This design comes from an exercise in tuning for small area, a short achievable clock period and few clock cycles per item on the open sky130 flow, not from production work. In this exercise RTL edits were held to simulation tests only and were not proved equivalent to the original. Power figures rest on the tool's default switching activity, not on a simulated workload.

<file path="flow/standard.sh">
#!/bin/bash
# synth_recipe.tcl (not shown) runs the flow's synth.tcl, then flattens the netlist and writes it again
# the make line also repeats each setting of config.mk as NAME=value (left out here)
make -C /OpenROAD-flow-scripts/flow DESIGN_CONFIG=/design/flow/config.mk WORK_HOME=/design/flow/orfs CLKGATE_MAP_FILE= SYNTH_SCRIPT=/design/flow/synth_recipe.tcl "${@:-finish}"
</file>
<file path="flow/design.v">
package sig_pkg;
  localparam int NDIM      = 4;
  localparam int SIZE_W    = 16;
  localparam int STRIDE_W  = 32;
  localparam int LIN_W     = 64;
  localparam int OFF_W     = 50;
  localparam int CFG_IDX_W = 3;
  localparam int CFG_W     = 32;
endpackage
module strided_index_generator_top (
  input  logic                            clk,
  input  logic                            rst_n,
  input  logic                            cfg_we,
  input  logic [sig_pkg::CFG_IDX_W-1:0]   cfg_index,
  input  logic [sig_pkg::CFG_W-1:0]       cfg_wdata,
  input  logic                            in_valid,
  output logic                            in_stall,
  input  logic                            in_restart,
  output logic                            out_valid,
  input  logic                            out_stall,
  output logic [sig_pkg::LIN_W-1:0]       out_linear_index,
  output logic [sig_pkg::OFF_W-1:0]       out_source_offset,
  output logic                            out_last
);
  logic [15:0] size_r   [4];
  logic [31:0] stride_r [4];
  logic [15:0] cur_r [4];
  logic [3:0]  ae_r;
  logic [3:0]  e_r;       
  logic        last_r;    
  logic [63:0] lin_r;
  logic [47:0] b0_r;
  logic [48:0] b1_r;
  logic [49:0] b2_r;
  logic [49:0] b3_r;
  logic [49:0] a_r;
  logic [31:0] y_r;
  logic        ov_r;      
  logic [1:0]  qn_r;      
  logic        full_r;    
  logic        q0_r;      
  logic        q1_r;      
  logic        need_r;    
  logic        busy_r;    
  logic        done_r;    
  logic        init_r;    
  logic        fin_r;     
  logic [1:0]  dim_r;     
  logic [5:0]  bit_r;     
  logic [3:0]  z_r;       
  logic [3:0]  two_r;     
  logic [3:0]  ge_r;      
  logic        sge_r;     
  logic        c1_r;      
  logic        c2_r;      
  logic        seq_r;     
  logic        sb_r;      
  logic src_v, restart, gen, start_rb, out_free, push;
  assign out_free = !ov_r || !out_stall;
  assign src_v    = qn_r != 2'd0;
  assign push     = in_valid && !full_r;
  assign restart  = q0_r || last_r;
  assign gen      = src_v && out_free && !busy_r && (!need_r || done_r || restart);
  assign start_rb = src_v && !busy_r && need_r && !done_r && !restart;
  logic [3:0]  cr;        
  logic [3:0]  sel;       
  logic [3:0]  z;         
  logic [3:0]  two;       
  logic [3:0]  ae_inc;    
  logic [3:0]  ae_nx;     
  logic [3:0]  e_nx;      
  logic [3:0]  ks_nx;     
  logic [3:0]  ks_z;      
  logic [15:0] cur_inc [4];
  logic [49:0] sum;
  always_comb begin
    cr[3] = 1'b1;
    for (int d = 2; d >= 0; d--) cr[d] = cr[d+1] && ae_r[d+1];
    for (int d = 0; d < 4; d++) begin
      sel[d]     = cr[d] && !ae_r[d];
      z[d]       = z_r[d];
      two[d]     = two_r[d];
      cur_inc[d] = cur_r[d] + 16'd1;
      ae_inc[d]  = e_r[d] || (need_r && ge_r[d]);
      if (sel[d]) begin
        ae_nx[d] = ae_inc[d];
        e_nx[d]  = ({1'b0, cur_r[d]} + 17'd3) == {1'b0, size_r[d]};
      end else if (cr[d]) begin
        ae_nx[d] = z[d];
        e_nx[d]  = two[d];
      end else begin
        ae_nx[d] = need_r ? ge_r[d] : ae_r[d];
        e_nx[d]  = e_r[d];
      end
    end
    ks_nx[3] = !ae_nx[3];
    ks_nx[2] = !ae_nx[2] && ae_nx[3];
    ks_nx[1] = !ae_nx[1] && ae_nx[3] && ae_nx[2];
    ks_nx[0] = !ae_nx[0] && ae_nx[3] && ae_nx[2] && ae_nx[1];
    ks_z[3]  = !z[3];
    ks_z[2]  = !z[2] && z[3];
    ks_z[1]  = !z[1] && z[3] && z[2];
    ks_z[0]  = !z[0] && z[3] && z[2] && z[1];
  end
  always_comb begin
    logic [49:0] g, p, gg, pp, gn, pn;
    g  = a_r & 50'(y_r);
    p  = a_r ^ 50'(y_r);
    gg = g;
    pp = p;
    for (int l = 1; l < 50; l = l * 2) begin
      gn = gg;
      pn = pp;
      for (int i = l; i < 50; i++) begin
        gn[i] = gg[i] | (pp[i] & gg[i-l]);
        pn[i] = pp[i] & pp[i-l];
      end
      gg = gn;
      pp = pn;
    end
    sum = p ^ {gg[48:0], 1'b0};
  end
  logic       cb_r;       
  logic       cb;
  always_comb cb = cb_r;
  always_ff @(posedge clk) begin
    cb_r <= cur_r[dim_r][bit_r[3:0]];
    sb_r <= size_r[dim_r][bit_r[3:0]];
  end
  logic rb_mul, rb_rot, rb_store, rb_init, rb_fin;
  assign rb_init  = busy_r && init_r;
  assign rb_fin   = busy_r && fin_r;
  assign rb_mul   = busy_r && !init_r && !fin_r && bit_r >= 6'd1 && bit_r <= 6'd16;
  assign rb_rot   = busy_r && !init_r && !fin_r && bit_r >= 6'd17 && bit_r <= 6'd50;
  assign rb_store = busy_r && !init_r && !fin_r && bit_r == 6'd51;
  logic [31:0] cfg_d0, cfg_d1;    
  logic [7:0]  cfg_en;
  always_comb begin
    cfg_d0 = rst_n ? cfg_wdata : 32'd0;
    cfg_d1 = rst_n ? cfg_wdata : 32'd1;
    for (int i = 0; i < 8; i++) cfg_en[i] = !rst_n || (cfg_we && cfg_index == 3'(i));
  end
  always_ff @(posedge clk) begin
    for (int d = 0; d < 4; d++) begin
      if (cfg_en[d]) size_r[d] <= cfg_d1[15:0];
    end
    for (int d = 0; d < 3; d++) begin
      if (cfg_en[4+d]) stride_r[d] <= cfg_d0;
    end
    if (cfg_en[7]) stride_r[3] <= cfg_d1;
  end
  always_ff @(posedge clk) begin
    if (!rst_n) begin
      ov_r   <= 1'b0;
      qn_r   <= 2'd0;
      full_r <= 1'b0;
      ae_r   <= 4'hf;
      last_r <= 1'b1;
      need_r <= 1'b0;
      busy_r <= 1'b0;
      done_r <= 1'b0;
    end else begin
      if (gen) ov_r <= 1'b1;
      else if (!out_stall) ov_r <= 1'b0;
      if (push && !gen) begin
        qn_r   <= qn_r + 2'd1;
        full_r <= qn_r == 2'd1;
      end else if (gen && !push) begin
        qn_r   <= qn_r - 2'd1;
        full_r <= 1'b0;
      end
      if (cfg_we && !last_r) need_r <= 1'b1;
      else if (gen) need_r <= 1'b0;
      if (start_rb) busy_r <= 1'b1;
      else if (rb_fin) busy_r <= 1'b0;
      if (gen) done_r <= 1'b0;
      else if (rb_fin) done_r <= 1'b1;
      if (gen) begin
        ae_r   <= restart ? z : ae_nx;
        last_r <= restart ? &z : &ae_nx;
      end
    end
  end
  always_ff @(posedge clk) begin
    if (gen) begin
      q0_r <= (qn_r == 2'd2) ? q1_r : in_restart;
    end else if (qn_r == 2'd0) begin
      q0_r <= in_restart;
    end
    if (qn_r == 2'd1 && !gen) q1_r <= in_restart;
    else if (qn_r == 2'd2 && gen) q1_r <= in_restart;
    if (gen) e_r <= restart ? two : e_nx;
    else if (rb_store) e_r[dim_r] <= seq_r && !c2_r;
  end
  always_ff @(posedge clk) begin
    if (start_rb) begin
      init_r <= 1'b1;
      fin_r  <= 1'b0;
      dim_r  <= 2'd0;
      bit_r  <= 6'd0;
    end else if (busy_r) begin
      init_r <= 1'b0;
      if (!init_r && !fin_r) begin
        if (rb_store) begin
          bit_r <= 6'd0;
          dim_r <= dim_r + 2'd1;
          fin_r <= (dim_r == 2'd3);
        end else begin
          bit_r <= bit_r + 6'd1;
        end
      end
    end
    if (start_rb || rb_store) begin
      sge_r <= 1'b1;
      c1_r  <= 1'b1;
      c2_r  <= 1'b0;
      seq_r <= 1'b1;
    end else if (rb_mul) begin
      if ((cb ^ c1_r) != sb_r) sge_r <= cb ^ c1_r;
      c1_r <= cb & c1_r;
      if (bit_r == 6'd1) begin
        if (cb != sb_r) seq_r <= 1'b0;
        c2_r <= 1'b1;
      end else begin
        if ((cb ^ c2_r) != sb_r) seq_r <= 1'b0;
        c2_r <= cb & c2_r;
      end
    end
    if (rb_store) ge_r[dim_r] <= sge_r || c1_r;
  end
  logic [3:0]  c_inc, c_hold;
  logic        l_inc, l_hold;
  logic [15:0] cur_d [4];
  logic [63:0] lin_d;
  always_comb begin
    for (int d = 0; d < 4; d++) begin
      c_inc[d]  = gen && !restart && sel[d];
      c_hold[d] = !gen || (!restart && !cr[d]);
      cur_d[d]  = ({16{c_inc[d]}} & cur_inc[d]) | ({16{c_hold[d]}} & cur_r[d]);
    end
    l_inc  = gen && !restart;
    l_hold = !gen;
    lin_d  = restart ? '0 : lin_r + 64'd1;
  end
  always_ff @(posedge clk) begin
    for (int d = 0; d < 4; d++) cur_r[d] <= cur_d[d];
    if (gen) lin_r <= lin_d;
  end
  logic [3:0]  b_ld, b_hold;
  logic [49:0] b_nx [4];
  always_comb begin
    for (int d = 0; d < 4; d++) begin
      b_ld[d]   = (gen && !restart && cr[d]) || (rb_store && dim_r == 2'(d));
      b_hold[d] = !(gen && (restart || cr[d])) && !(rb_store && dim_r == 2'(d));
    end
    b_nx[0] = 50'(({48{b_ld[0]}} & sum[47:0]) | ({48{b_hold[0]}} & b0_r));
    b_nx[1] = 50'(({49{b_ld[1]}} & sum[48:0]) | ({49{b_hold[1]}} & b1_r));
    b_nx[2] = ({50{b_ld[2]}} & sum) | ({50{b_hold[2]}} & b2_r);
    b_nx[3] = ({50{b_ld[3]}} & sum) | ({50{b_hold[3]}} & b3_r);
  end
  always_ff @(posedge clk) begin
    b0_r <= b_nx[0][47:0];
    b1_r <= b_nx[1][48:0];
    b2_r <= b_nx[2];
    b3_r <= b_nx[3];
  end
  logic [6:0]  asel;      
  logic [3:0]  ysel;      
  logic [49:0] a_d;
  logic [31:0] y_d;
  always_comb begin
    asel = 7'b0000000;
    ysel = 4'b0000;
    if (busy_r) begin
      if (rb_init) begin
        ysel = 4'b0001;
      end else if (rb_mul) begin
        asel = {!cb, cb, 5'b00000};
        for (int d = 0; d < 4; d++) ysel[d] = dim_r == 2'(d);
      end else if (rb_rot) begin
        asel = 7'b1000000;
      end else if (rb_store) begin
        asel = 7'b0000001;
      end else if (rb_fin) begin
        asel = {2'b00, sel, 1'b0};
        ysel = sel;
      end else begin
        for (int d = 0; d < 3; d++) asel[d+1] = dim_r == 2'(d+1);
        for (int d = 0; d < 4; d++) ysel[d] = dim_r == 2'(d);
      end
    end else if (gen) begin
      if (restart) begin
        ysel = ks_z;
      end else begin
        asel = {3'b000, ks_nx[2:0] & ~cr[2:0], |(ks_nx & cr)};
        ysel = ks_nx;
      end
    end else begin
      asel = {2'b00, sel, 1'b0};
      ysel = sel;
    end
    a_d = ({50{asel[0]}} & sum) | ({50{asel[1]}} & 50'(b0_r)) |
          ({50{asel[2]}} & 50'(b1_r)) | ({50{asel[3]}} & b2_r) |
          ({50{asel[4]}} & b3_r) | ({50{asel[5]}} & {sum[0], sum[49:1]}) |
          ({50{asel[6]}} & {a_r[0], a_r[49:1]});
    y_d = '0;
    for (int d = 0; d < 4; d++) y_d = y_d | ({32{ysel[d]}} & stride_r[d]);
  end
  always_ff @(posedge clk) begin
    a_r <= a_d;
    y_r <= y_d;
  end
  always_ff @(posedge clk) begin
    for (int d = 0; d < 4; d++) begin
      z_r[d]   <= size_r[d][15:1] == 15'd0;
      two_r[d] <= size_r[d] == 16'd2;
    end
  end
  assign in_stall          = full_r;
  assign out_valid         = ov_r;
  assign out_linear_index  = lin_r;
  assign out_source_offset = b3_r;
  assign out_last          = last_r;
endmodule
</file>
<file path="flow/constraint.sdc">
create_clock -name core_clock -period 8.0 [get_ports {clk}]
set_input_delay 1.6000 -clock core_clock [delete_from_list [all_inputs] [get_ports {clk}]]
set_output_delay 1.6000 -clock core_clock [all_outputs]
set_load 0.01 [all_outputs]
</file>
<file path="flow/config.mk">
export PLATFORM = sky130hd
export DESIGN_NAME = strided_index_generator_top
export DESIGN_NICKNAME = strided_index_generator_top
export VERILOG_FILES = /design/flow/design.v
export SDC_FILE = /design/flow/constraint.sdc
export NUM_CORES = 4
export LEC_CHECK = 0
export ABC_CLOCK_PERIOD_IN_PS = 3000
export CAP_MARGIN = 20
export CORE_MARGIN = 2
export CORE_UTILIZATION = 60
export CTS_CLUSTER_DIAMETER = 80
export CTS_CLUSTER_SIZE = 25
export SETUP_SLACK_MARGIN = 5.0
export SLEW_MARGIN = 20
</file>
<file path="flow/flow/run.sh">
#!/bin/bash
export BUFFER_PORTS_ARGS="-buffer_cell sky130_fd_sc_hd__buf_1"
bash standard.sh MATCH_CELL_FOOTPRINT=0 finish > standard.log 2>&1
</file>
==> run summary <==
==> metrics by stage <==
step | instances | hold slack [ps] | power, W | worst slack (ps) | util
2_1_floorplan | 3011 | 420 | 0.00724 | 4610 | -
3_3_place_gp | 3682 | 438 | 0.00844 | 3040 | 0.633
3_5_place_dp | 3682 | 446 | 0.00852 | 2950 | 0.633
4_1_cts | 3778 | 465 | 0.0111 | 4990 | 0.677
5_1_grt | 3820 | 480 | 0.0120 | 4920 | 0.694
6_report | 3821 | 466 | 0.0115 | 5020 | 0.694
==> sequential cells by signal (all words and copies together), names as in the netlist, 6 cells and up <==
register	flops
stride_r	128
cur_r	64
lin_r	64
size_r	64
a_r	50
b2_r	50
b3_r	50
b1_r	49
b0_r	48
y_r	32
bit_r	6
==> power groups by stage <==
stage	Combinational (W)	Clock (W)	Sequential (W)
after floorplan	0.00259	0	0.00465
after global placement	0.00365	0	0.00480
after detailed placement	0.00371	0	0.00481
after CTS	0.00408	0.00229	0.00476
after global routing	0.00472	0.00240	0.00486
final	0.00445	0.00227	0.00481
==> what timing repair did <==
| item | CTS | global route |
|---|---|---|
| setup buffers | 21 | 34 |
| gates cloned | 9 | 8 |
| gates resized for setup | 129 | 108 |
| hold endpoints to repair | 0 | 0 |
| pin swaps | 12 | 39 |
| setup endpoints to repair | 372 | 250 |
==> worst max-delay path, delay by kind of cell, from the launching register on <==
family	cells	cell delay [ps]
AOI/OAI and AO/OA	5	1330
muxes	1	210
and+or+nand+nor	2	660
adders and majority gates	1	320
DFF	1	350
==> placed cells by master, fill, tap and decap left out, drive strengths merged, types with 101 or more instances in the layout <==
master	Yosys	final
a21oi	107	107
a22o	125	125
buf	62	255
dfxtp	379	379
edfxtp	266	266
inv	104	114
nand2	293	293
nor2	181	181
o21ai	224	225
xor2	101	101
==> cell type report <==
class                           count  area (um2)
Sequential cell                   645       15600
Fill cell                        3778       15400
Multi-Input combinational cell   2062       14900
Timing Repair Buffer              267        1820
Clock buffer                       50        1070
Tap cell                          672         841
Inverter                          106         447
Clock inverter                     16         231
Timing Repair inverter              2        20.0
Antenna cell                        1        2.50
==> metal layers <==
layer  vias up  GRT usage  share of wire
met3       266     0.0492          0.098
li1      11500          -              -
met1     12500      0.483           0.40
met4         0      0.135          0.047
met2      1501      0.535           0.45
met5         -          0              0
==> cell families (layout without fill, tap and decap cells) <==
kind of cell               Yosys count  in the layout  synth area share
buffers and inverters              308            441            0.0403
xor gates and xnor gates           199            199            0.0567
DFF                                645            645             0.507
AOI/OAI and AO/OA                  870            871             0.211
and+or+nand+nor                    895            898             0.143
other                                0              1                 0
muxes                               36             36            0.0189
adders and majority gates           58             58            0.0239
==> worst max-delay path by stage <==
| stage | startpoint | endpoint | slack [ps] | cells after the start |
|---|---|---|---|---|
| final | a_r[1] | a_r[29] | 5020 | 9 |
| after global routing | ae_r[3] | a_r[31] | 4920 | 9 |
| after CTS | out_stall | a_r[25] | 4990 | 12 |
| after detailed placement | out_stall | a_r[44] | 2950 | 11 |
| after global placement | out_stall | a_r[47] | 3040 | 11 |
| after floorplan | cfg_index[2] | size_r[1][0] | 4610 | 2 |
==> results.toml <==
[route]
drt_iter0_drc = 3779
drtPass1Iterations = 13
vias = 25800
drc = 0
drtAntennaViolNets = 0
wirelength_mm = 94.8
drt-vias-per-instance = 6.76
wl_per_cell_um = 24.8

[critical_path]
cpMostUsedCell = "o211ai_1"
r2r_cells = 9
worstSetupPathType = "register to register"
path_cells = "ha_1 > a21oi_2 > o211ai_1 > and4_1 > o311ai_1 > o211ai_1 > mux2i_1 > or2_2 > a221o_1"
crit_slowest_cell = "o311ai_1"
slowest_delay_ps = 380
cp_max_fo = 5
rr_startpoint = "a_r[1]"
rr_endpoint = "a_r[29]"
endpoint_kind = "register"
required_ps = 8500
cp-start-kind = "register"
crit_arrival_ps = 3480
rrSetupSlack_ps = 5020

[outcome]
status = "finished clean"

[timing]
finalSetupViolCount = 0
rsz0062_at_grt = "true"
tns_ps = 0
finalHoldViolations = 0
period_share = 0.373
slew_violations = 0
fmax_mhz = 335
slew_headroom = 0.387
min_period_ps = 2980
worst_clock_skew_ps = 25.5
worstMarginPinSlew_ps = 920

[synth]
netlist_instances = 3011
synth_area_per_cell_um2 = 10.2
syn_nets = 3110
seq_area_frac_synth = 0.507
yosysMostFrequentCell = "dfxtp_1"
yosys-top-cells-area = "edfxtp_1, dfxtp_1, a22o_1"
syn-cell-area_um2 = 30700
synth_top_area_frac = 0.260
synth_cell_types = 91
synth_warnings = 7
async_reset_ff_frac = 0
yosysTopAreaCell = "edfxtp_1"
yosys-top-cells-count = "dfxtp_1, nand2_1, edfxtp_1"
ys.flop_type = "dfxtp_1"
synth-edff-count = 266
synth_seq_cells = 645

[power_and_ir_drop]
p_sw_frac = 0.411
p_comb_frac = 0.386
p_leak_nw = 12.3
p_clk_frac = 0.197
p_sw_w = 0.00474
ir_drop_uv = 204
p_int_w = 0.00679
powerDensity_nw_per_um2 = 330
seq_power_share = 0.417

[floorplan]
die_area_um2 = 53000
die_h_um = 230
pin_count = 158
start_util = 0.610
rows = 82
coreArea_um2 = 50400
die_x_um = 230

[global_route]
overflow = 0
grt_max_degree = 77
grt_use_total = 0.342
grt_pass1_wl_mm = 142
antenna_found_initial = 2
first_global_vias = 23900

[clock_tree]
cts_hold_buf = 0
ctsLongestPathBuffers = 3
h-tree-depth = 2
clk_latency_ps = 610
root_buffer = "clkbuf_16"
tritoncts = "done"
numCtsBuffers = 38
clock-sinks = 645
clkTransAtPathRegs_ps = 100

[run]
maxCapViolations = 0

[placed_design]
dpl.hpwl_mm = 59.8
place_congestion = 0.953
postPlaceCellArea_um2 = 31900
io_buffers = 157

[final_layout]
drive_gt1_frac = 0.127
syn2layout_area_growth_pct = 13.7
postLayoutCellArea_um2 = 34900
num-nets-final = 3221

[worst_hold_path]
whs_path_depth = 1
holdCritPathClass = "register to register"
min_from = "stride_r[3][4]"
hold_path_end = "y_r[4]"
Testbench counts, summed over its fixed seeds: cycles 69,002, items 65,802.

static timing again, ports no longer ideal:
The results above use ideal ports. As a check the final layout listed here was re-extracted and re-timed, cells and wires unchanged. Step 1 (the two cells are an assumption about what drives the block):
set clk [get_ports {clk}]
set_driving_cell -lib_cell sky130_fd_sc_hd__clkbuf_16 $clk
set_driving_cell -lib_cell sky130_fd_sc_hd__buf_2 [delete_from_list [all_inputs] $clk]
Step 2 adds t to the input delays and takes it off the output delays; t is the mean of the earliest and latest rising clock arrival at the registers after step 1. Input paths then give back, and output paths get back, about the clock's delay inside the block. Slacks: ideal ports / drivers / drivers and shift; pairs: ideal ports / drivers.
t, ns: 0.653
setup slack, ns: 5.019 / 4.986 / 4.425
clock arrival spread, ns: 0.030 / 0.031
After both steps this run still meets setup and hold. The setup slack of this run moves by -0.033 ns with the drivers and by -0.594 ns with both steps.
